Context: an optimization exercise on an open-source flow, tuned for small area, a short achievable clock period and few clock cycles per item. The choices shown serve that exercise and are no tape-out recipe. Function was checked by simulation only, so behaviour that the tests miss may differ from the original.

$ cat flow/config.mk
export PLATFORM = sky130hd
export DESIGN_NAME = magnetometer_heading_unpack
export DESIGN_NICKNAME = magnetometer_heading_unpack
export VERILOG_FILES = /design/flow/design.v
export SDC_FILE = /design/flow/constraint.sdc
export NUM_CORES = 4
export LEC_CHECK = 0
export CAP_MARGIN = 20
export CORE_MARGIN = 2
export CORE_UTILIZATION = 60
export SETUP_SLACK_MARGIN = 2.5
export SLEW_MARGIN = 20
$ cat flow/constraint.sdc
create_clock -name core_clock -period 6.0 [get_ports {clk}]
set_input_delay 1.2000 -clock core_clock [delete_from_list [all_inputs] [get_ports {clk}]]
set_output_delay 1.2000 -clock core_clock [all_outputs]
set_load 0.01 [all_outputs]
$ cat flow/design.v
`default_nettype none
package mhu_pkg;
    localparam bit PREFIX_ADD = 1'b1;
endpackage
`default_nettype wire
`default_nettype none
module mhu_add
#(
    parameter int W = 8
)
(
    input  wire logic [W-1:0] a,
    input  wire logic [W-1:0] b,
    input  wire logic         cin,
    output logic [W-1:0]      s
);
    localparam int LV = (W > 32) ? 6 : (W > 16) ? 5 : (W > 8) ? 4 : (W > 4) ? 3 : (W > 2) ? 2 : 1;
    logic [W-1:0] p0;
    logic [LV:0][W-1:0] g;
    logic [LV:0][W-1:0] p;
    always_comb
    begin
        p0 = a ^ b;
        g = '0;
        p = '0;
        s = a + b + W'(cin);
        if (mhu_pkg::PREFIX_ADD)
        begin
        g[0] = a & b;
        g[0][0] = (a[0] & b[0]) | (p0[0] & cin);
        p[0] = p0;
        for (int l = 0; l < LV; l++)
        begin
            for (int i = 0; i < W; i++)
            begin
                if (((i >> l) & 1) != 0)
                begin
                    g[l+1][i] = g[l][i] | (p[l][i] & g[l][((i >> l) << l) - 1]);
                    p[l+1][i] = p[l][i] & p[l][((i >> l) << l) - 1];
                end
                else
                begin
                    g[l+1][i] = g[l][i];
                    p[l+1][i] = p[l][i];
                end
            end
        end
        s[0] = p0[0] ^ cin;
        for (int i = 1; i < W; i++)
            s[i] = p0[i] ^ g[LV][i-1];
        end
    end
endmodule
module mhu_add2c
#(
    parameter int W = 8
)
(
    input  wire logic [W-1:0] a,
    input  wire logic [W-1:0] b,
    input  wire logic         c1,
    input  wire logic         c2,
    output logic [W-1:0]      s
);
    logic [W-1:0] ps, pc;
    always_comb
    begin
        ps    = a ^ b;
        ps[0] = a[0] ^ b[0] ^ c2;
        pc    = {a[W-2:0] & b[W-2:0], 1'b0};
        pc[1] = (a[0] & b[0]) | (a[0] & c2) | (b[0] & c2);
    end
    mhu_add #(.W(W)) u_add (.a(ps), .b(pc), .cin(c1), .s(s));
endmodule
module mhu_cordic_stage
#(
    parameter int STEP = 0,
    parameter int WXI  = 25,
    parameter int WYI  = 25,
    parameter int WYO  = 25,
    parameter int KE   = 25,
    parameter int SELY = 0,
    parameter int SELX = 0
)
(
    input  wire logic [WXI-1:0]        x_in,
    input  wire logic signed [WYI-1:0] y_in,
    output logic                       d,
    output logic [WXI-1:0]             x_out,
    output logic signed [WYO-1:0]      y_out
);
    localparam int W = ((WXI + 1 > WYI) ? WXI + 1 : WYI) + 1;
    logic signed [W-1:0] xs, ys, dx, dy;
    logic neg;
    logic [WYO-1:0] yp, ym;
    always_comb
    begin
        xs  = $signed({{(W-WXI){1'b0}}, x_in});
        ys  = W'(y_in);
        dx  = ys >>> STEP;
        dy  = xs >>> STEP;
        neg = y_in[WYI-1];
        d   = !neg && (y_in != '0);
    end
    generate
        if (SELX != 0)
        begin : g_xsel
            logic [WXI-1:0] xp, xm;
            logic [KE-1:0] ep, en;
            assign ep = dx[KE-1:0];
            assign en = ~dx[KE-1:0];
            mhu_add #(.W(WXI)) u_xp (.a(x_in), .b(WXI'(ep)), .cin(1'b0), .s(xp));
            mhu_add #(.W(WXI)) u_xm (.a(x_in), .b(WXI'(en)), .cin(1'b1), .s(xm));
            assign x_out = neg ? xm : xp;
        end
        else
        begin : g_xone
            mhu_add #(.W(WXI)) u_x (
                .a   (x_in),
                .b   (WXI'(dx[KE-1:0] ^ {KE{neg}})),
                .cin (neg),
                .s   (x_out)
            );
        end
    endgenerate
    generate
        if (SELY != 0)
        begin : g_sel
            mhu_add #(.W(WYO)) u_yp (.a(ys[WYO-1:0]), .b(dy[WYO-1:0]), .cin(1'b0), .s(yp));
            mhu_add #(.W(WYO)) u_ym (.a(ys[WYO-1:0]), .b(~dy[WYO-1:0]), .cin(1'b1), .s(ym));
            assign y_out = d ? ym : yp;
        end
        else
        begin : g_xor
            mhu_add #(.W(WYO)) u_y (.a(ys[WYO-1:0]), .b(dy[WYO-1:0] ^ {WYO{d}}), .cin(d), .s(yp));
            assign y_out = yp;
        end
    endgenerate
endmodule
`default_nettype wire
`default_nettype none
module magnetometer_heading_unpack
(
    input  wire logic              clk,
    input  wire logic              rst_n,
    input  wire logic              in_valid,
    output logic                   in_ready,
    input  wire logic [7:0]        x_high_byte,
    input  wire logic [7:0]        x_low_byte,
    input  wire logic [7:0]        y_high_byte,
    input  wire logic [7:0]        y_low_byte,
    input  wire logic [7:0]        z_high_byte,
    input  wire logic [7:0]        z_low_byte,
    output logic                   out_valid,
    input  wire logic              out_ready,
    output logic signed [15:0]     mag_x,
    output logic signed [15:0]     mag_y,
    output logic signed [15:0]     mag_z,
    output logic [16:0]            heading
);
    logic go;             
    logic ov;             
    logic [15:1] v;       
    assign go = !ov || out_ready;
    logic [15:0] in_x, in_y, in_z, ax, ay;
    logic sx, sy, d_0;
    logic [16:0] x1s, y1p, y1n;
    always_comb begin
        in_x = {x_high_byte, x_low_byte};
        in_y = {y_high_byte, y_low_byte};
        in_z = {z_high_byte, z_low_byte};
        sx = in_x[15];
        sy = in_y[15];
        ax = in_x ^ {16{sx}};    
        ay = in_y ^ {16{sy}};    
        d_0 = sx ? sy : (!sy && (in_y != '0));
    end
    mhu_add2c #(.W(17)) u_x1 (.a({1'b0, ax}), .b({1'b0, ay}), .c1(sx), .c2(sy), .s(x1s));
    mhu_add2c #(.W(17)) u_yp (.a({1'b0, ay}), .b({1'b1, ~ax}), .c1(!sx), .c2(sy), .s(y1p));
    mhu_add2c #(.W(17)) u_yn (.a({1'b0, ax}), .b({1'b1, ~ay}), .c1(!sy), .c2(sx), .s(y1n));
    wire [24:0] c1x_1 = 25'({x1s, 8'd0});
    wire signed [24:0] c1y_1 = 25'({(d_0 ? y1p : y1n), 8'd0});
    logic [16:0] r1_x;
    logic signed [16:0] r1_y;
    logic [15:0] r1_mx, r1_my, r1_mz;
    logic [0:0] r1_d;
    always_ff @(posedge clk)
        if (go) begin
            r1_x <= c1x_1[24:8];
            r1_y <= c1y_1[24:8];
            r1_mx <= in_x; r1_my <= in_y; r1_mz <= in_z;
            r1_d <= {d_0};
        end
    wire [24:0] c2x_1 = {r1_x, 8'd0};
    wire signed [24:0] c2y_1 = {r1_y, 8'd0};
    logic d_1;
    logic [24:0] c2x_2;
    logic signed [24:0] c2y_2;
    mhu_cordic_stage #(.STEP(1), .WXI(25), .WYI(25), .WYO(25), .KE(23), .SELY(1), .SELX(0)) u_rot1 (
        .x_in(c2x_1), .y_in(c2y_1), .d(d_1), .x_out(c2x_2), .y_out(c2y_2));
    logic [17:0] r2_x;
    logic signed [17:0] r2_y;
    logic [15:0] r2_mx, r2_my, r2_mz;
    logic [1:0] r2_d;
    always_ff @(posedge clk)
        if (go) begin
            r2_x <= c2x_2[24:7];
            r2_y <= c2y_2[24:7];
            r2_mx <= r1_mx; r2_my <= r1_my; r2_mz <= r1_mz;
            r2_d <= {d_1, r1_d};
        end
    wire [24:0] c3x_2 = {r2_x, 7'd0};
    wire signed [24:0] c3y_2 = {r2_y, 7'd0};
    logic d_2;
    logic [24:0] c3x_3;
    logic signed [23:0] c3y_3;
    mhu_cordic_stage #(.STEP(2), .WXI(25), .WYI(25), .WYO(24), .KE(22), .SELY(1), .SELX(0)) u_rot2 (
        .x_in(c3x_2), .y_in(c3y_2), .d(d_2), .x_out(c3x_3), .y_out(c3y_3));
    logic [19:0] r3_x;
    logic signed [18:0] r3_y;
    logic [15:0] r3_mx, r3_my, r3_mz;
    logic [2:0] r3_d;
    always_ff @(posedge clk)
        if (go) begin
            r3_x <= c3x_3[24:5];
            r3_y <= c3y_3[23:5];
            r3_mx <= r2_mx; r3_my <= r2_my; r3_mz <= r2_mz;
            r3_d <= {d_2, r2_d};
        end
    wire [24:0] c4x_3 = {r3_x, 5'd0};
    wire signed [23:0] c4y_3 = {r3_y, 5'd0};
    logic d_3;
    logic [24:0] c4x_4;
    logic signed [21:0] c4y_4;
    mhu_cordic_stage #(.STEP(3), .WXI(25), .WYI(24), .WYO(22), .KE(20), .SELY(1), .SELX(0)) u_rot3 (
        .x_in(c4x_3), .y_in(c4y_3), .d(d_3), .x_out(c4x_4), .y_out(c4y_4));
    logic [22:0] r4_x;
    logic signed [19:0] r4_y;
    logic [15:0] r4_mx, r4_my, r4_mz;
    logic [3:0] r4_d;
    always_ff @(posedge clk)
        if (go) begin
            r4_x <= c4x_4[24:2];
            r4_y <= c4y_4[21:2];
            r4_mx <= r3_mx; r4_my <= r3_my; r4_mz <= r3_mz;
            r4_d <= {d_3, r3_d};
        end
    wire [24:0] c5x_4 = {r4_x, 2'd0};
    wire signed [21:0] c5y_4 = {r4_y, 2'd0};
    logic d_4;
    logic [24:0] c5x_5;
    logic signed [21:0] c5y_5;
    mhu_cordic_stage #(.STEP(4), .WXI(25), .WYI(22), .WYO(22), .KE(17), .SELY(1), .SELX(0)) u_rot4 (
        .x_in(c5x_4), .y_in(c5y_4), .d(d_4), .x_out(c5x_5), .y_out(c5y_5));
    logic [24:0] r5_x;
    logic signed [21:0] r5_y;
    logic [15:0] r5_mx, r5_my, r5_mz;
    logic [4:0] r5_d;
    always_ff @(posedge clk)
        if (go) begin
            r5_x <= c5x_5[24:0];
            r5_y <= c5y_5[21:0];
            r5_mx <= r4_mx; r5_my <= r4_my; r5_mz <= r4_mz;
            r5_d <= {d_4, r4_d};
        end
    wire [24:0] c6x_5 = r5_x;
    wire signed [21:0] c6y_5 = r5_y;
    logic d_5;
    logic [24:0] c6x_6;
    logic signed [20:0] c6y_6;
    mhu_cordic_stage #(.STEP(5), .WXI(25), .WYI(22), .WYO(21), .KE(16), .SELY(1), .SELX(0)) u_rot5 (
        .x_in(c6x_5), .y_in(c6y_5), .d(d_5), .x_out(c6x_6), .y_out(c6y_6));
    logic [24:0] r6_x;
    logic signed [20:0] r6_y;
    logic [15:0] r6_mx, r6_my, r6_mz;
    logic [5:0] r6_d;
    always_ff @(posedge clk)
        if (go) begin
            r6_x <= c6x_6[24:0];
            r6_y <= c6y_6[20:0];
            r6_mx <= r5_mx; r6_my <= r5_my; r6_mz <= r5_mz;
            r6_d <= {d_5, r5_d};
        end
    wire [24:0] c7x_6 = r6_x;
    wire signed [20:0] c7y_6 = r6_y;
    logic d_6;
    logic [24:0] c7x_7;
    logic signed [19:0] c7y_7;
    mhu_cordic_stage #(.STEP(6), .WXI(25), .WYI(21), .WYO(20), .KE(14), .SELY(1), .SELX(0)) u_rot6 (
        .x_in(c7x_6), .y_in(c7y_6), .d(d_6), .x_out(c7x_7), .y_out(c7y_7));
    logic [24:0] r7_x;
    logic signed [19:0] r7_y;
    logic [15:0] r7_mx, r7_my, r7_mz;
    logic [6:0] r7_d;
    always_ff @(posedge clk)
        if (go) begin
            r7_x <= c7x_7[24:0];
            r7_y <= c7y_7[19:0];
            r7_mx <= r6_mx; r7_my <= r6_my; r7_mz <= r6_mz;
            r7_d <= {d_6, r6_d};
        end
    wire [24:0] c8x_7 = r7_x;
    wire signed [19:0] c8y_7 = r7_y;
    logic d_7;
    logic [24:0] c8x_8;
    logic signed [18:0] c8y_8;
    mhu_cordic_stage #(.STEP(7), .WXI(25), .WYI(20), .WYO(19), .KE(12), .SELY(1), .SELX(0)) u_rot7 (
        .x_in(c8x_7), .y_in(c8y_7), .d(d_7), .x_out(c8x_8), .y_out(c8y_8));
    logic [24:0] r8_x;
    logic signed [18:0] r8_y;
    logic [15:0] r8_mx, r8_my, r8_mz;
    logic [7:0] r8_d;
    always_ff @(posedge clk)
        if (go) begin
            r8_x <= c8x_8[24:0];
            r8_y <= c8y_8[18:0];
            r8_mx <= r7_mx; r8_my <= r7_my; r8_mz <= r7_mz;
            r8_d <= {d_7, r7_d};
        end
    wire [24:0] c9x_8 = r8_x;
    wire signed [18:0] c9y_8 = r8_y;
    logic d_8;
    logic [24:0] c9x_9;
    logic signed [17:0] c9y_9;
    mhu_cordic_stage #(.STEP(8), .WXI(25), .WYI(19), .WYO(18), .KE(10), .SELY(1), .SELX(0)) u_rot8 (
        .x_in(c9x_8), .y_in(c9y_8), .d(d_8), .x_out(c9x_9), .y_out(c9y_9));
    logic [24:0] r9_x;
    logic signed [17:0] r9_y;
    logic [15:0] r9_mx, r9_my, r9_mz;
    logic [8:0] r9_d;
    always_ff @(posedge clk)
        if (go) begin
            r9_x <= c9x_9[24:0];
            r9_y <= c9y_9[17:0];
            r9_mx <= r8_mx; r9_my <= r8_my; r9_mz <= r8_mz;
            r9_d <= {d_8, r8_d};
        end
    wire [24:0] c10x_9 = r9_x;
    wire signed [17:0] c10y_9 = r9_y;
    logic d_9;
    logic [24:0] c10x_10;
    logic signed [16:0] c10y_10;
    mhu_cordic_stage #(.STEP(9), .WXI(25), .WYI(18), .WYO(17), .KE(8), .SELY(1), .SELX(0)) u_rot9 (
        .x_in(c10x_9), .y_in(c10y_9), .d(d_9), .x_out(c10x_10), .y_out(c10y_10));
    logic [24:0] r10_x;
    logic signed [16:0] r10_y;
    logic [15:0] r10_mx, r10_my, r10_mz;
    logic [9:0] r10_d;
    always_ff @(posedge clk)
        if (go) begin
            r10_x <= c10x_10[24:0];
            r10_y <= c10y_10[16:0];
            r10_mx <= r9_mx; r10_my <= r9_my; r10_mz <= r9_mz;
            r10_d <= {d_9, r9_d};
        end
    wire [24:0] c11x_10 = r10_x;
    wire signed [16:0] c11y_10 = r10_y;
    logic d_10;
    logic [24:0] c11x_11;
    logic signed [15:0] c11y_11;
    mhu_cordic_stage #(.STEP(10), .WXI(25), .WYI(17), .WYO(16), .KE(6), .SELY(1), .SELX(0)) u_rot10 (
        .x_in(c11x_10), .y_in(c11y_10), .d(d_10), .x_out(c11x_11), .y_out(c11y_11));
    logic [24:0] r11_x;
    logic signed [15:0] r11_y;
    logic [15:0] r11_mx, r11_my, r11_mz;
    logic [10:0] r11_d;
    always_ff @(posedge clk)
        if (go) begin
            r11_x <= c11x_11[24:0];
            r11_y <= c11y_11[15:0];
            r11_mx <= r10_mx; r11_my <= r10_my; r11_mz <= r10_mz;
            r11_d <= {d_10, r10_d};
        end
    wire [24:0] c12x_11 = r11_x;
    wire signed [15:0] c12y_11 = r11_y;
    logic d_11;
    logic [24:0] c12x_12;
    logic signed [14:0] c12y_12;
    mhu_cordic_stage #(.STEP(11), .WXI(25), .WYI(16), .WYO(15), .KE(4), .SELY(1), .SELX(0)) u_rot11 (
        .x_in(c12x_11), .y_in(c12y_11), .d(d_11), .x_out(c12x_12), .y_out(c12y_12));
    logic [24:0] r12_x;
    logic signed [14:0] r12_y;
    logic [15:0] r12_mx, r12_my, r12_mz;
    logic [11:7] r12_d;
    logic signed [25:0] r12_p;
    logic signed [25:0] p1;
    logic signed [25:0] pa0;
    always_comb
        case ({r11_d[2], r11_d[1], r11_d[0], r11_mx[15]})
            4'd0: pa0 = -26'sd6545688;
            4'd1: pa0 = 26'sd5250792;
            4'd2: pa0 = -26'sd647448;
            4'd3: pa0 = 26'sd11149032;
            4'd4: pa0 = -26'sd3063754;
            4'd5: pa0 = 26'sd8732726;
            4'd6: pa0 = 26'sd2834486;
            4'd7: pa0 = 26'sd14630966;
            4'd8: pa0 = -26'sd4705930;
            4'd9: pa0 = 26'sd7090550;
            4'd10: pa0 = 26'sd1192310;
            4'd11: pa0 = 26'sd12988790;
            4'd12: pa0 = -26'sd1223996;
            4'd13: pa0 = 26'sd10572484;
            4'd14: pa0 = 26'sd4674244;
            default: pa0 = 26'sd16470724;
        endcase
    logic signed [25:0] pa1;
    always_comb
        case ({r11_d[6], r11_d[5], r11_d[4], r11_d[3]})
            4'd0: pa1 = 26'sd0;
            4'd1: pa1 = 26'sd933890;
            4'd2: pa1 = 26'sd468758;
            4'd3: pa1 = 26'sd1402648;
            4'd4: pa1 = 26'sd234608;
            4'd5: pa1 = 26'sd1168498;
            4'd6: pa1 = 26'sd703366;
            4'd7: pa1 = 26'sd1637256;
            4'd8: pa1 = 26'sd117332;
            4'd9: pa1 = 26'sd1051222;
            4'd10: pa1 = 26'sd586090;
            4'd11: pa1 = 26'sd1519980;
            4'd12: pa1 = 26'sd351940;
            4'd13: pa1 = 26'sd1285830;
            4'd14: pa1 = 26'sd820698;
            default: pa1 = 26'sd1754588;
        endcase
    assign p1 = pa0 + pa1;
    always_ff @(posedge clk)
        if (go) begin
            r12_x <= c12x_12[24:0];
            r12_y <= c12y_12[14:0];
            r12_mx <= r11_mx; r12_my <= r11_my; r12_mz <= r11_mz;
            r12_p <= p1;
            r12_d <= {d_11, r11_d[10:7]};
        end
    wire [24:0] c13x_12 = r12_x;
    wire signed [14:0] c13y_12 = r12_y;
    logic d_12;
    logic [24:0] c13x_13;
    logic signed [13:0] c13y_13;
    mhu_cordic_stage #(.STEP(12), .WXI(25), .WYI(15), .WYO(14), .KE(2), .SELY(1), .SELX(0)) u_rot12 (
        .x_in(c13x_12), .y_in(c13y_12), .d(d_12), .x_out(c13x_13), .y_out(c13y_13));
    logic [24:0] r13_x;
    logic signed [13:0] r13_y;
    logic [15:0] r13_mx, r13_my, r13_mz;
    logic [12:11] r13_d;
    logic signed [25:0] r13_p;
    logic signed [25:0] p2;
    logic signed [25:0] pb0;
    always_comb
        case ({r12_d[10], r12_d[9], r12_d[8], r12_d[7]})
            4'd0: pb0 = 26'sd0;
            4'd1: pb0 = 26'sd58670;
            4'd2: pb0 = 26'sd29336;
            4'd3: pb0 = 26'sd88006;
            4'd4: pb0 = 26'sd14668;
            4'd5: pb0 = 26'sd73338;
            4'd6: pb0 = 26'sd44004;
            4'd7: pb0 = 26'sd102674;
            4'd8: pb0 = 26'sd7334;
            4'd9: pb0 = 26'sd66004;
            4'd10: pb0 = 26'sd36670;
            4'd11: pb0 = 26'sd95340;
            4'd12: pb0 = 26'sd22002;
            4'd13: pb0 = 26'sd80672;
            4'd14: pb0 = 26'sd51338;
            default: pb0 = 26'sd110008;
        endcase
    assign p2 = r12_p + pb0;
    always_ff @(posedge clk)
        if (go) begin
            r13_x <= c13x_13[24:0];
            r13_y <= c13y_13[13:0];
            r13_mx <= r12_mx; r13_my <= r12_my; r13_mz <= r12_mz;
            r13_p <= p2;
            r13_d <= {d_12, r12_d[11]};
        end
    wire [24:0] c14x_13 = r13_x;
    wire signed [13:0] c14y_13 = r13_y;
    logic d_13;
    logic [24:0] c14x_14;
    logic signed [12:0] c14y_14;
    mhu_cordic_stage #(.STEP(13), .WXI(25), .WYI(14), .WYO(13), .KE(1), .SELY(1), .SELX(0)) u_rot13 (
        .x_in(c14x_13), .y_in(c14y_13), .d(d_13), .x_out(c14x_14), .y_out(c14y_14));
    logic [24:0] r14_x;
    logic signed [12:0] r14_y;
    logic [15:0] r14_mx, r14_my, r14_mz;
    logic d13_r14;
    logic signed [25:0] r14_tp;    
    logic signed [25:0] tp;
    logic signed [25:0] pc0;
    always_comb
        case ({r13_d[12], r13_d[11]})
            2'd0: pc0 = 26'sd0;
            2'd1: pc0 = 26'sd3666;
            2'd2: pc0 = 26'sd1834;
            default: pc0 = 26'sd5500;
        endcase
    assign tp = r13_p + pc0;
    always_ff @(posedge clk)
        if (go) begin
            r14_x <= c14x_14[24:0];
            r14_y <= c14y_14[12:0];
            r14_mx <= r13_mx; r14_my <= r13_my; r14_mz <= r13_mz;
            d13_r14 <= d_13;
            r14_tp <= tp;
        end
    wire [24:0] c15x_14 = r14_x;
    wire signed [12:0] c15y_14 = r14_y;
    logic d_14;
    logic [24:0] c15x_15;
    logic signed [11:0] c15y_15;
    mhu_cordic_stage #(.STEP(14), .WXI(25), .WYI(13), .WYO(12), .KE(1), .SELY(1), .SELX(0)) u_rot14 (
        .x_in(c15x_14), .y_in(c15y_14), .d(d_14), .x_out(c15x_15), .y_out(c15y_15));
    logic signed [11:0] r15_y;
    logic [15:0] r15_mx, r15_my, r15_mz;
    logic signed [25:0] r15_tb;    
    logic signed [25:0] tb, tb0, tb1;
    logic [10:0] tc;
    always_comb begin
        case ({d_14, d13_r14})
            2'd0: tc = 11'd0;
            2'd1: tc = 11'd916;
            2'd2: tc = 11'd458;
            default: tc = 11'd1374;
        endcase
        tb0 = r14_tp + (d13_r14 ? 26'sd916 : 26'sd0);
        tb1 = r14_tp + (d13_r14 ? 26'sd1374 : 26'sd458);
        tb  = d_14 ? tb1 : tb0;
    end
    always_ff @(posedge clk)
        if (go) begin
            r15_y <= c15y_15[11:0];
            r15_mx <= r14_mx; r15_my <= r14_my; r15_mz <= r14_mz;
            r15_tb <= tb;
        end
    logic d_15, zero, up;
    logic signed [17:0] t0, t1;
    logic [17:0] f0, f1;
    logic [16:0] h_next;
    always_comb begin
        d_15 = !r15_y[11] && (r15_y != '0);
        zero = (r15_mx == '0) && (r15_my == '0);
        up   = d_15 && (r15_tb[7:0] >= 8'd26);
        t0   = r15_tb[25:8];
        t1   = t0 + 18'sd1;
        f0   = t0[17] ? 18'(t0 + 18'sd92160) : 18'(t0);
        f1   = t1[17] ? 18'(t1 + 18'sd92160) : 18'(t1);
        if (zero) h_next = '0;
        else if (up) h_next = f1[16:0];
        else h_next = f0[16:0];
    end
    logic [15:0] o_x, o_y, o_z;
    logic [16:0] o_h;
    always_ff @(posedge clk or negedge rst_n)
        if (!rst_n) begin
            v  <= '0;
            ov <= 1'b0;
        end else if (go) begin
            v  <= {v[14:1], in_valid};
            ov <= v[15];
        end
    always_ff @(posedge clk)
        if (go) begin
            o_x <= r15_mx; o_y <= r15_my; o_z <= r15_mz; o_h <= h_next;
        end
    assign in_ready  = go;
    assign out_valid = ov;
    assign mag_x     = $signed(o_x);
    assign mag_y     = $signed(o_y);
    assign mag_z     = $signed(o_z);
    assign heading   = o_h;
endmodule
`default_nettype wire
$ cat flow/run.sh
#!/bin/bash
# synth_recipe.tcl (not shown) runs the flow's synth.tcl, then flattens the netlist and writes it again
# the make line also repeats each setting of config.mk as NAME=value (left out here)
make -C /OpenROAD-flow-scripts/flow DESIGN_CONFIG=/design/flow/config.mk WORK_HOME=/design/flow/orfs CLKGATE_MAP_FILE= SYNTH_SCRIPT=/design/flow/synth_recipe.tcl finish
==> flow_metrics.tcl, run 1 <==
set metrics [dict create \
    gr-total-overflow 0 \
    yosys.cell_types.count 109 \
    synth-seq-cells 1602 \
    final_max_slew_viol_count 0 \
    slowest_delay_ns 0.55 \
    route.met2.wl_um 81980 \
    finalCriticalPeriod_ns 3.521 \
    ys.flop_type "edfxtp_1" \
    wire_per_inst_um 18.62 \
    synth_top_family_by_area "adder cells" \
    async_flop_share_pct 0.9988 \
    drtIter0Drc 2751 \
    synth_fa_ha_area_share_pct 15.17 \
    ios 119 \
    slew_headroom_pct 30.22 \
    synth_nets 7182 \
    synth_area_per_cell_um2 13.26 \
    hold_viol_final 0 \
    antenna_found_initial 0 \
    yosysSeqAreaShare_pct 57.52 \
    slowest_stage "clkdlybuf4s50_1" \
    cp_data_arrival_time_ns 4.13 \
    synthSimpleGateAreaFrac_pct 7.195 \
    cp_max_fo 4 \
    grt_pass1_vias 46870 \
    synth.area.top_cells "edfxtp_1, ha_1, xnor2_1" \
    crit_required_ns 6.61 \
    clkTransAtPathRegs_ns 0.06 \
    cts_made_buffers 167 \
    area_growth_pct 13.14 \
    worstHoldPathType "flop to flop" \
    final.period_utilization_pct 58.68 \
    die-height_um 375.0 \
    synth_xor_area_share_pct 7.275 \
    vias 47260 \
    io_buffer_count 118 \
    crit_type "primary input to flop" \
    max_slew.worst_pin.slew_ns 1.018 \
    status "no timing/DRC/antenna violations" \
    fin_ws_ns 2.479 \
    path_cells "clkdlybuf4s50_1 > xor2_1 > ha_1 > ha_1 > or3_1 > o221a_4 > o21ai_2 > nand2b_1 > a311o_1 > o31ai_1" \
    max_cap_violations 0 \
    setup_violations 0 \
    cts_root_buffer "clkbuf_16" \
    initial_utilization_pct 60.29 \
    wl_met1_um 66270 \
    hpwl_um 115400 \
    dieWidth_um 375.0 \
    skew_ns 0.05452 \
    cts-htree-levels 4 \
    grt_max_degree 171 \
    netlist_instances 6227 \
    drc 0 \
    cp-start-kind "primary input" \
    synth_edf_count 1534 \
    gp_congestion 0.8688 \
    routed.top_layer "met4" \
    drive_above_1_share_pct 9.179 \
    whs_ns 0.3940 \
    fmax_mhz 284.0 \
    synthMuxAreaShare_pct 1.407 \
    num_rows 136 \
    synth_compound_area_share_pct 8.293 \
    endpoint_kind "flop" \
    clk_latency_ns 0.82 \
    syn_area_um2 82590 \
    clk_path_buf_depth 3 \
    fin_nets 7540 \
    utilization_pct 68.22 \
    routed_wirelength_um 158600 \
    yosys.area.top_type_share_pct 55.78 \
    yosysTopAreaCell "edfxtp_1" \
    cts_tree "done" \
    setup_tns_ns 0 \
    ant_nets 0 \
    synth_warnings 29 \
    vias_per_cell 5.549 \
    grt_util_all_layers_pct 22.62 \
    route.met3.wl_um 5147 \
    firstDrtPassIters 6 \
    rsz0062_at_grt "yes" \
    die_area_um2 140600 \
    grt_pass1_wl_um 250700 \
    cts_sinks 1602 \
    crit_top_cell "ha_1" \
    dp_slack_ns 0.7351 \
    core_um2 137000 \
]
cells in the final DEF, fill, tap and decap left out, drive strengths merged, types with 28 or more instances in the layout:
cell           instances
nor4                  68
a211oi                33
o21ai                202
ha                   739
nand4                 47
edfxtp              1534
o31ai                 33
or3                   31
nor2b                 67
nand2b                60
and3                  34
xor2                 293
xnor2                393
nand2                272
nor2                 375
mux2i                 88
clkinv                71
fa                   164
nor3                 103
a21oi                290
buf                  161
dfxtp                 52
clkbuf               212
o21bai                47
inv                  600
o21a                  60
nand3                 85
clkdlybuf4s50        103
a21o                  90
a31oi                 28
Yosys cell counts (19+ instances only):
cell type	count
inv_1	593
o31ai_1	31
fa_1	164
nor4_1	63
o211ai_1	23
nor3_1	102
mux2_2	25
a31oi_1	27
o21a_1	60
nand2b_1	60
nand2_1	272
or3_1	31
nor2b_1	67
o21ai_0	176
and2_1	19
mux2i_1	88
clkbuf_1	59
ha_1	739
nor2_1	374
and3_1	34
dfxtp_1	52
o21ai_1	26
o21bai_1	47
a211oi_1	32
xor2_1	293
edfxtp_1	1534
a21oi_1	289
nand3_1	85
nand4_1	46
xnor2_1	393
a21o_1	90
final timing paths:
kind,start,endpoint,slack (ns),depth (start not counted)
worst max-delay path,y_high_byte[3],r1_y[16],2.48,10
worst min-delay path,r5_mz[15],r6_mz[15],0.39,0
worst max register to register,r7_y[0],r8_y[17],2.53,11
worst min register to register,r5_mz[15],r6_mz[15],0.39,0
max in group asynchronous,rst_n,v[14],4.71,1
min in group asynchronous,rst_n,v[12],0.83,1
layout make-up:
cell class                      count  area (um^2)
Antenna cell                        1        2.502
Clock buffer                      212         4402
Clock inverter                     94         1105
Fill cell                        9733        43540
Inverter                          601         2263
Multi-Input combinational cell   3941        33410
Sequential cell                  1602        47510
Tap cell                         1794         2245
Timing Repair Buffer              272         2511
what timing repair did:
action / 4_1_cts / 5_1_grt
gates cloned: 2 / 1
buffers inserted: 54 / 65
hold endpoints to repair: 0 / 0
resized for setup: 136 / 87
pin swaps: 43 / 56
setup endpoints to repair: 140 / 115
hold buffers: 0 / 0
cell families after synthesis:
group           after synthesis
flops                      1602
simple gates               1221
compound gates             1016
fa+ha+maj                   903
xor+xnor                    686
buf+inv                     686
mux                         113
stage by stage:
step           cell area [um^2]  std cells
6_report                  93440       8517
3_3_place_gp              86070       8088
4_1_cts                   92500       8450
3_5_place_dp              86070       8088
5_1_grt                   93440       8516
2_1_floorplan             82630       6227
worst max-delay path: cells and delay by family:
family / cells / cell delay, ns
XOR/XNOR: 1 / 0.46
adder cells (fa/ha/maj): 2 / 0.63
AO/OA/AOI/OAI: 4 / 0.83
AND/OR/NAND/NOR: 2 / 0.44
buffers and inverters: 1 / 0.55
registers in the layout (all words and copies together) (netlist names), 21 cells and up:
signal	count
r12_x	25
r6_y	21
r4_x	23
r13_p	25
r7_x	25
r14_tp	25
r5_x	25
r12_p	25
r10_x	25
r9_x	25
r11_x	25
r5_y	22
r8_x	25
r15_tb	25
r6_x	25
r13_x	25
per-layer routing:
metal | vias up | GRT usage [%]
met2 | 741 | 40.43
met1 | 23060 | 28.08
met5 | - | 0
met3 | 277 | 3.325
met4 | 0 | 7.730
li1 | 23180 | -
Testbench counts, summed over its fixed seeds: cycles 16,128, items 16,000.
==> run 2: changes to the inputs <==
--- a/flow/config.mk
+++ b/flow/config.mk
@@ -9,4 +9,4 @@
 export CORE_MARGIN = 2
 export CORE_UTILIZATION = 60
-export SETUP_SLACK_MARGIN = 2.5
+export SETUP_SLACK_MARGIN = 2.0
 export SLEW_MARGIN = 20
==> run 2 against run 1 <==
Against the previous run:
- still clean on timing, DRC and antenna
- maximum frequency fell by 11%
- worst setup slack got worse by 0.43 ns
- die area did not move
- via count fell by 1.1%
- critical path type unchanged
- critical endpoint unchanged
==> flow_metrics.tcl, run 2 <==
set metrics [dict create \
    crit_required_ns 6.61 \
    antenna_found_initial 1 \
    gr-total-overflow 0 \
    clk_latency_ns 0.82 \
    die-height_um 375.0 \
    ys_top_cells_by_count "edfxtp_1, ha_1, inv_1" \
    worstHoldPathType "flop to flop" \
    routed_wirelength_um 156000 \
    ios 119 \
    slowest_delay_ns 0.51 \
    utilization_pct 67.16 \
    fin_nets 7444 \
    whs_ns 0.3952 \
    final_common_cell "edfxtp_1" \
    max_cap_violations 0 \
    drc 0 \
    crit_type "primary input to flop" \
    drive_above_1_share_pct 6.444 \
    rsz0062_at_grt "yes" \
    cp_data_arrival_time_ns 4.56 \
    synth.most_common_cell "edfxtp_1" \
    r2r_setup_slack_ns 2.19 \
    hold_viol_final 0 \
    hpwl_um 115400 \
    cts_root_buffer "clkbuf_16" \
    vias_per_cell 5.549 \
    synth-seq-cells 1602 \
    ant_nets 0 \
    synth_nets 7182 \
    cts_tree "done" \
    vias 46730 \
    yosysTopAreaCell "edfxtp_1" \
    worstReg2RegStart "r14_y[8]" \
    synth.area.top_cells "edfxtp_1, ha_1, xnor2_1" \
    synth_warnings 29 \
    setup_violations 0 \
    skew_ns 0.05520 \
    setup_tns_ns 0 \
    cp_max_fo 4 \
    min-delay-start "r5_mz[15]" \
    grt_max_degree 171 \
    slew_headroom_pct 29.88 \
    final_cell_mix "edfxtp_1, ha_1, inv_1" \
    grt_pass1_vias 46590 \
    final_max_slew_viol_count 0 \
    cp-start-kind "primary input" \
    cts-htree-levels 4 \
    fmax_mhz 253.2 \
    netlist_instances 6227 \
    die_area_um2 140600 \
    yosys.area.top_type_share_pct 55.78 \
    final.period_utilization_pct 65.83 \
    synth_edf_count 1534 \
    endpoint_kind "flop" \
    drtIter0Drc 2695 \
    num_rows 136 \
    status "no timing/DRC/antenna violations" \
    critPathLaunch "x_low_byte[1]" \
    gp_congestion 0.8688 \
    grt_pass1_wl_um 249000 \
    area_growth_pct 11.40 \
    clkTransAtPathRegs_ns 0.06 \
    grt_util_all_layers_pct 22.44 \
    syn_area_um2 82590 \
    wire_per_inst_um 18.52 \
    yosys.cell_types.count 109 \
    max_slew.worst_pin.slew_ns 1.052 \
    io_buffer_count 118 \
    synth_area_per_cell_um2 13.26 \
    dieWidth_um 375.0 \
    finalCriticalPeriod_ns 3.950 \
    cts_hold_buf 0 \
    path_cells "clkdlybuf4s50_1 > xor2_2 > buf_4 > inv_1 > ha_1 > ha_1 > a21o_1 > a21o_1 > a2111oi_4 > o21ai_2 > o221a_4 > o21ai_2 > nand2b_1 > a311o_1 > o31ai_1" \
    async_flop_share_pct 0.9988 \
    clk_path_buf_depth 3 \
    ys.flop_type "edfxtp_1" \
    cts_made_buffers 167 \
    firstDrtPassIters 7 \
    slowest_stage "clkdlybuf4s50_1" \
    yosysSeqAreaShare_pct 57.52 \
    cts_sinks 1602 \
    core_um2 137000 \
    initial_utilization_pct 60.29 \
]
## run 2: cell counts after synthesis
Identical to the previous run, type by type.
## run 2: worst max-delay path: cells and delay by family
family	cells	cell delay [ns]
buffers and inverters	3	0.71
AO/OA/AOI/OAI	8	1.78
AND/OR/NAND/NOR	1	0.10
XOR/XNOR	1	0.24
adder cells (fa/ha/maj)	2	0.52
## run 2: cells by family (layout without fill, tap and decap cells)
kind of cell / count (synthesis) / in the layout / share of synthesized area [%]
AOI/OAI and AO/OA: 1016 / 1017 / 8.293
adders and majority gates: 903 / 903 / 15.17
DFF: 1602 / 1602 / 57.52
other: 0 / 2 / 0
and+or+nand+nor: 1221 / 1221 / 7.195
muxes: 113 / 113 / 1.407
xor gates and xnor gates: 686 / 686 / 7.275
buffers and inverters: 686 / 1084 / 3.138
## run 2: final timing paths
path	end	depth (start not counted)
setup / recovery	r1_y[16]	15
hold / removal	r6_mz[15]	0
setup reg to reg	r15_tb[11]	14
hold reg to reg	r6_mz[15]	0
max in group asynchronous	v[14]	1
min in group asynchronous	v[12]	1
## run 2: per-stage QoR
step | instance area (um^2) | setup WS [ns] | instances
finish | 92000 | 2.050 | 8422
detailed placement | 86070 | 0.7351 | 8088
global placement | 86070 | 0.7185 | 8088
CTS | 91780 | 1.917 | 8404
global route | 92000 | 1.932 | 8420
floorplan | 82630 | -19.52 | 6227
## run 2: area by class of cell
type | count | area (um^2)
Antenna cell | 2 | 5.005
Clock buffer | 212 | 4402
Clock inverter | 94 | 1105
Fill cell | 9848 | 44980
Inverter | 601 | 2260
Multi-Input combinational cell | 3940 | 32750
Sequential cell | 1602 | 47510
Tap cell | 1794 | 2245
Timing Repair Buffer | 177 | 1733
## run 2: repair_timing
item | 4_1_cts | 5_1_grt
buffers inserted | 9 | 16
gates resized for setup | 30 | 16
pin swaps | 9 | 7
gates cloned | 1 | 0
setup endpoints to repair | 43 | 58
## run 2: metal layers
layer  routed length, um  GRT usage [%]  vias to the layer above
met5                   0              0                        -
met3                5345          3.302                      259
met1               65460          27.95                    22700
met4                4523          7.380                        0
li1                    -              -                    23000
met2               80690          40.15                      773
==> run 3: changes to the inputs <==
--- a/flow/config.mk
+++ b/flow/config.mk
@@ -9,4 +9,4 @@
 export CORE_MARGIN = 2
 export CORE_UTILIZATION = 60
-export SETUP_SLACK_MARGIN = 2.0
+export SETUP_SLACK_MARGIN = 3.0
 export SLEW_MARGIN = 20
==> run 3 against run 2 <==
Against the previous run:
- via count grew 5.7%
- flip-flop and latch count is the same
- hold slack lost 0.00062 ns
- maximum frequency grew 13%
- register-to-register slack gained 0.50 ns
- synthesized area is the same
- global-route usage grew 1.0 points
- cell count grew 5.6%
- die area is the same
- core utilization grew 5.7 points
- critical path type unchanged
- still clean
==> flow_metrics.tcl, run 3 <==
set metrics [dict create \
    status "no timing/DRC/antenna violations" \
    busiest_layer "met2" \
    final_cell_mix "edfxtp_1, ha_1, inv_1" \
    synth.area.top_cells "edfxtp_1, ha_1, xnor2_1" \
    synth_warnings 29 \
    hpwl_um 115400 \
    skew_ns 0.04769 \
    yosysSeqAreaShare_pct 57.52 \
    cts_tree "done" \
    grt_util_met3_pct 3.380 \
    finalCriticalPeriod_ns 3.502 \
    final_common_cell "edfxtp_1" \
    ant_nets 0 \
    worstHoldPathCells 0 \
    synth_nets 7182 \
    gp_congestion 0.8688 \
    slew_headroom_pct 29.85 \
    rsz0062_at_grt "yes" \
    cts-htree-levels 4 \
    cts_hold_buf 0 \
    area_growth_pct 20.89 \
    cp-start-kind "primary input" \
    clk_path_buf_depth 3 \
    worstHoldPathType "flop to flop" \
    die_area_um2 140600 \
    yosys.cell_types.count 109 \
    setup_tns_ns 0 \
    cp_data_arrival_time_ns 4.11 \
    die-height_um 375.0 \
    grt_use_met1_pct 28.84 \
    cp_max_fo 4 \
    final.period_utilization_pct 58.36 \
    synth-seq-cells 1602 \
    antenna_found_initial 0 \
    drive_above_1_share_pct 20.25 \
    max_slew.worst_pin.slew_ns 1.052 \
    yosysTopAreaCell "edfxtp_1" \
    clk_latency_ns 0.82 \
    async_flop_share_pct 0.9988 \
    synth.most_common_cell "edfxtp_1" \
    grt_pass1_vias 48920 \
    clkTransAtPathRegs_ns 0.06 \
    gr-total-overflow 0 \
    synth_edf_count 1534 \
    whs_ns 0.3945 \
    crit_top_cell "ha_1" \
    ys.flop_type "edfxtp_1" \
    crit_required_ns 6.61 \
    fmax_mhz 285.6 \
    firstDrtPassIters 6 \
    endpoint_kind "flop" \
    grt_util_met2_pct 41.82 \
    nFillCells 8959 \
    setup_violations 0 \
    vias 49420 \
    grt_util_all_layers_pct 23.49 \
    vias_per_cell 5.556 \
    grt_pass1_wl_um 260500 \
    ys_top_cells_by_count "edfxtp_1, ha_1, inv_1" \
    synth_area_per_cell_um2 13.26 \
    cts_made_buffers 167 \
    crit_type "primary input to flop" \
    max_cap_violations 0 \
    regArea_um2 47510 \
    ios 119 \
    fin_nets 7918 \
    drc 0 \
    io_buffer_count 118 \
    netlist_instances 6227 \
    num_rows 136 \
    core_um2 137000 \
    syn_area_um2 82590 \
    routed_wirelength_um 168700 \
    r2r_setup_slack_ns 2.69 \
    cts_root_buffer "clkbuf_16" \
    drtIter0Drc 2838 \
    path_cells "clkdlybuf4s50_1 > xor2_1 > ha_1 > ha_1 > or3_1 > o221a_4 > o21ai_2 > nand2b_1 > a311o_1 > o31ai_1" \
    reg2reg_depth 13 \
    initial_utilization_pct 60.29 \
    multiInputGateArea_um2 36450 \
    slowest_stage "clkdlybuf4s50_1" \
    slowest_delay_ns 0.55 \
    dieWidth_um 375.0 \
    hold_viol_final 0 \
    grt_max_degree 171 \
    final_max_slew_viol_count 0 \
    yosys.area.top_type_share_pct 55.78 \
    cts_sinks 1602 \
    wire_per_inst_um 18.97 \
]
run 3: worst paths after layout:
path	start	endpoint
setup / recovery	y_high_byte[3]	r1_y[16]
hold / removal	r5_mz[15]	r6_mz[15]
setup reg to reg	r7_y[0]	r8_y[17]
hold reg to reg	r5_mz[15]	r6_mz[15]
max in group asynchronous	rst_n	v[14]
min in group asynchronous	rst_n	v[12]
run 3: routing by layer:
metal / wire [um] / vias up / share of wire, %
met3: 6132 / 329 / 3.6
met1: 68230 / 24200 / 40
li1: - / 23950 / -
met4: 6406 / 0 / 3.8
met2: 87980 / 948 / 52
met5: 0 / - / 0
run 3: logic make-up (layout without fill, tap and decap cells):
group / count (synthesis) / count (layout) / share of synthesized area (%)
DFF: 1602 / 1602 / 57.52
adders and majority gates: 903 / 903 / 15.17
and+or+nand+nor: 1221 / 1222 / 7.195
other: 0 / 1 / 0
buffers and inverters: 686 / 1555 / 3.138
AOI/OAI and AO/OA: 1016 / 1019 / 8.293
muxes: 113 / 113 / 1.407
xor gates and xnor gates: 686 / 686 / 7.275
run 3: what timing repair did:
action                     4_1_cts  5_1_grt
setup endpoints to repair      583      264
resized for setup              559      420
setup buffers                  301      192
pin swaps                      263      297
gates cloned                     4        3
run 3: cell type report:
cell class	count	area share, %
antenna	1	0.002506
clock buffer	212	4.409
clock inverter	94	1.107
inverter	601	2.306
multi-input combinational	3943	36.51
sequential	1602	47.58
tap	1794	2.248
timing repair buffer	648	5.836
run 3: stage by stage:
step | area (um^2) | utilization (%) | worst slack, ns | instances
finish | 99840 | 72.89 | 2.498 | 8895
global route | 99840 | 72.89 | 2.452 | 8894
CTS | 96270 | 70.28 | 2.504 | 8699
detailed placement | 86070 | 62.83 | 0.7351 | 8088
global placement | 86070 | 62.83 | 0.7185 | 8088
floorplan | 82630 | - | -19.52 | 6227
run 3: worst max-delay path: cells and delay by family:
kind | cells | cell delay [ns]
and+or+nand+nor | 2 | 0.44
buffers and inverters | 1 | 0.55
AOI/OAI and AO/OA | 4 | 0.82
adders and majority gates | 2 | 0.64
xor gates and xnor gates | 1 | 0.45
==> run 4: changes to the inputs <==
--- a/flow/config.mk
+++ b/flow/config.mk
@@ -9,4 +9,7 @@
 export CORE_MARGIN = 2
 export CORE_UTILIZATION = 60
-export SETUP_SLACK_MARGIN = 3.0
+export CTS_BUF_LIST = sky130_fd_sc_hd__clkbuf_16
+export CTS_CLUSTER_DIAMETER = 100
+export CTS_CLUSTER_SIZE = 30
+export SETUP_SLACK_MARGIN = 2.5
 export SLEW_MARGIN = 20
==> run 4 against run 3 <==
Against the previous run:
- largest cell class unchanged
- register-to-register slack got worse by 0.14 ns
- cell count fell by 6.6%
- global-route usage fell by 1.4 points
- still clean
==> flow_metrics.tcl, run 4 <==
set metrics [dict create \
    regArea_um2 47510 \
    stdcell_count 8307 \
    grt_max_degree 171 \
    cts_root_buffer "clkbuf_16" \
    cts_sinks 1602 \
    synth_edf_count 1534 \
    ys.flop_type "edfxtp_1" \
    max_cap_violations 0 \
    utilization_pct 65.73 \
    slowest_stage "clkdlybuf4s50_1" \
    synth.most_common_cell "edfxtp_1" \
    netlist_instances 6227 \
    cts-htree-levels 3 \
    drtIter0Drc 2913 \
    crit_top_cell "ha_1" \
    synth-seq-cells 1602 \
    num_rows 136 \
    ios 119 \
    die_area_um2 140600 \
    firstDrtPassIters 5 \
    setup_tns_ns 0 \
    worstHoldPathCells 0 \
    final_cell_mix "edfxtp_1, ha_1, inv_1" \
    wire_per_inst_um 18.75 \
    critical-path-top-delay-family "compound AO/OA/AOI/OAI gates" \
    ys_top_cells_by_count "edfxtp_1, ha_1, inv_1" \
    area_growth_pct 9.016 \
    nFillCells 10040 \
    status "no timing/DRC/antenna violations" \
    vias 46430 \
    cts_hold_buf 0 \
    crit_required_ns 6.53 \
    setup_violations 0 \
    post-place-cells 8088 \
    synth_warnings 29 \
    path_cells "clkdlybuf4s50_1 > xor2_1 > ha_1 > ha_1 > or3_1 > o221a_4 > o21ai_2 > nand2b_1 > a311o_1 > o31ai_1" \
    hpwl_um 115400 \
    yosys.area.top_type_share_pct 55.78 \
    rsz0062_at_grt "yes" \
    clk_latency_ns 0.72 \
    multiInputGateArea_um2 33450 \
    clk_path_buf_depth 3 \
    cts_tree "done" \
    yosys.cell_types.count 109 \
    clkTransAtPathRegs_ns 0.11 \
    n_antenna_cell 0 \
    synth_area_per_cell_um2 13.26 \
    whs_ns 0.4160 \
    ant_nets 0 \
    reg2reg_depth 11 \
    io_buffer_count 118 \
    endpoint_kind "flop" \
    r2r_setup_slack_ns 2.55 \
    grt_pass1_wl_um 245700 \
    hold_viol_final 0 \
    gp_congestion 0.8688 \
    grt_pass1_vias 45660 \
    drc 0 \
    dieWidth_um 375.0 \
    final_common_cell "edfxtp_1" \
    cp_data_arrival_time_ns 4.11 \
    synth.area.top_cells "edfxtp_1, ha_1, xnor2_1" \
    die-height_um 375.0 \
    cts_made_buffers 68 \
    initial_utilization_pct 60.29 \
    vias_per_cell 5.589 \
    skew_ns 0.03519 \
    grt_util_all_layers_pct 22.08 \
    finalCriticalPeriod_ns 3.580 \
    async_flop_share_pct 0.9988 \
    final.period_utilization_pct 59.67 \
    antenna_found_initial 0 \
    gr-total-overflow 0 \
    core_um2 137000 \
    worstHoldPathType "flop to flop" \
    cp-start-kind "primary input" \
    slowest_delay_ns 0.55 \
    fmax_mhz 279.3 \
    max_slew.worst_pin.slew_ns 1.011 \
    drive_above_1_share_pct 7.339 \
    slew_headroom_pct 30.69 \
    routed_wirelength_um 155800 \
    final_max_slew_viol_count 0 \
    synth_nets 7182 \
    cp_max_fo 4 \
    cp.depth 10 \
    yosysTopAreaCell "edfxtp_1" \
    syn_area_um2 82590 \
    crit_type "primary input to flop" \
    fin_nets 7438 \
    path_buf_inv 1 \
    yosysSeqAreaShare_pct 57.52 \
]
run 4: path summary, 6_finish.rpt:
path                                start  endpoint
setup / recovery           y_high_byte[3]  r1_y[16]
hold / removal                   r5_mx[1]  r6_mx[1]
setup reg to reg                  r7_y[0]  r8_y[17]
hold reg to reg                  r5_mx[1]  r6_mx[1]
max in group asynchronous           rst_n      v[8]
min in group asynchronous           rst_n      v[2]
run 4: layout make-up:
cell class                 count  share of cell area (%)
tap                         1794                   2.493
clock buffer                  69                   1.918
timing repair buffer         269                   2.760
multi-input combinational   3941                   37.15
inverter                     601                   2.510
clock inverter                31                  0.4072
sequential                  1602                   52.76
run 4: cells by family after synthesis:
kind of cell             count (synthesis)  synth area share [%]
multiplexers                           113                 1.407
flip-flops                            1602                 57.52
adder cells (fa/ha/maj)                903                 15.17
AO/OA/AOI/OAI                         1016                 8.293
buffers and inverters                  686                 3.138
AND/OR/NAND/NOR                       1221                 7.195
XOR/XNOR                               686                 7.275
run 4: timing repair:
action                     in CTS  in global routing
setup endpoints to repair     145                123
gates cloned                    2                  1
buffers inserted               54                 62
pin swaps                      43                 52
resized for setup             135                103
run 4: routing by layer:
layer | vias up | track usage, % | part of all wire (%)
met5 | - | 0 | 0
met4 | 0 | 6.216 | 3.0
met3 | 202 | 2.481 | 2.8
met2 | 656 | 40.32 | 52
met1 | 22720 | 27.71 | 42
li1 | 22860 | - | -
run 4: through the flow:
step,cell area (um^2),setup WS (ns)
finish,90030,2.420
global route,90030,2.346
global placement,86070,0.7185
detailed placement,86070,0.7351
floorplan,82630,-19.52
CTS,89090,2.430

-- afterwards: timing with drivers on the ports --
How much do the figures lean on ideal ports? The routed layouts below were timed once more, with nothing changed but the port constraints. Step 1: set_driving_cell puts a clkbuf_16 on clk and a buf_2 on each other input, an assumption about the parent block. Step 2 times the ports against the registers' clock, not the clock port: input delays grow and output delays shrink by t, the midpoint of the rising clock arrivals with the driver on. Three values: ideal ports, drivers, drivers and shift; two values: the first two.
| run | shift t [ns] | setup WS [ns] | slew at the worst register clock pin (ns) | worst data-port slew with drivers (ns) |
|---|---|---|---|---|
| run 1 | 0.871 | 2.479 / 2.505 / 1.661 | 0.07 / 0.07 | 0.09 |
| run 2 | 0.867 | 2.050 / 2.100 / 1.233 | 0.07 / 0.07 | 0.08 |
| run 3 | 0.877 | 2.498 / 2.554 / 1.677 | 0.07 / 0.07 | 0.09 |
| run 4 | 0.782 | 2.420 / 2.461 / 1.679 | 0.12 / 0.12 | 0.09 |
After both steps every run listed still meets setup and hold. For run 3, which loses most, drivers alone change the setup slack by +0.056 ns; drivers and shift together by -0.821 ns.
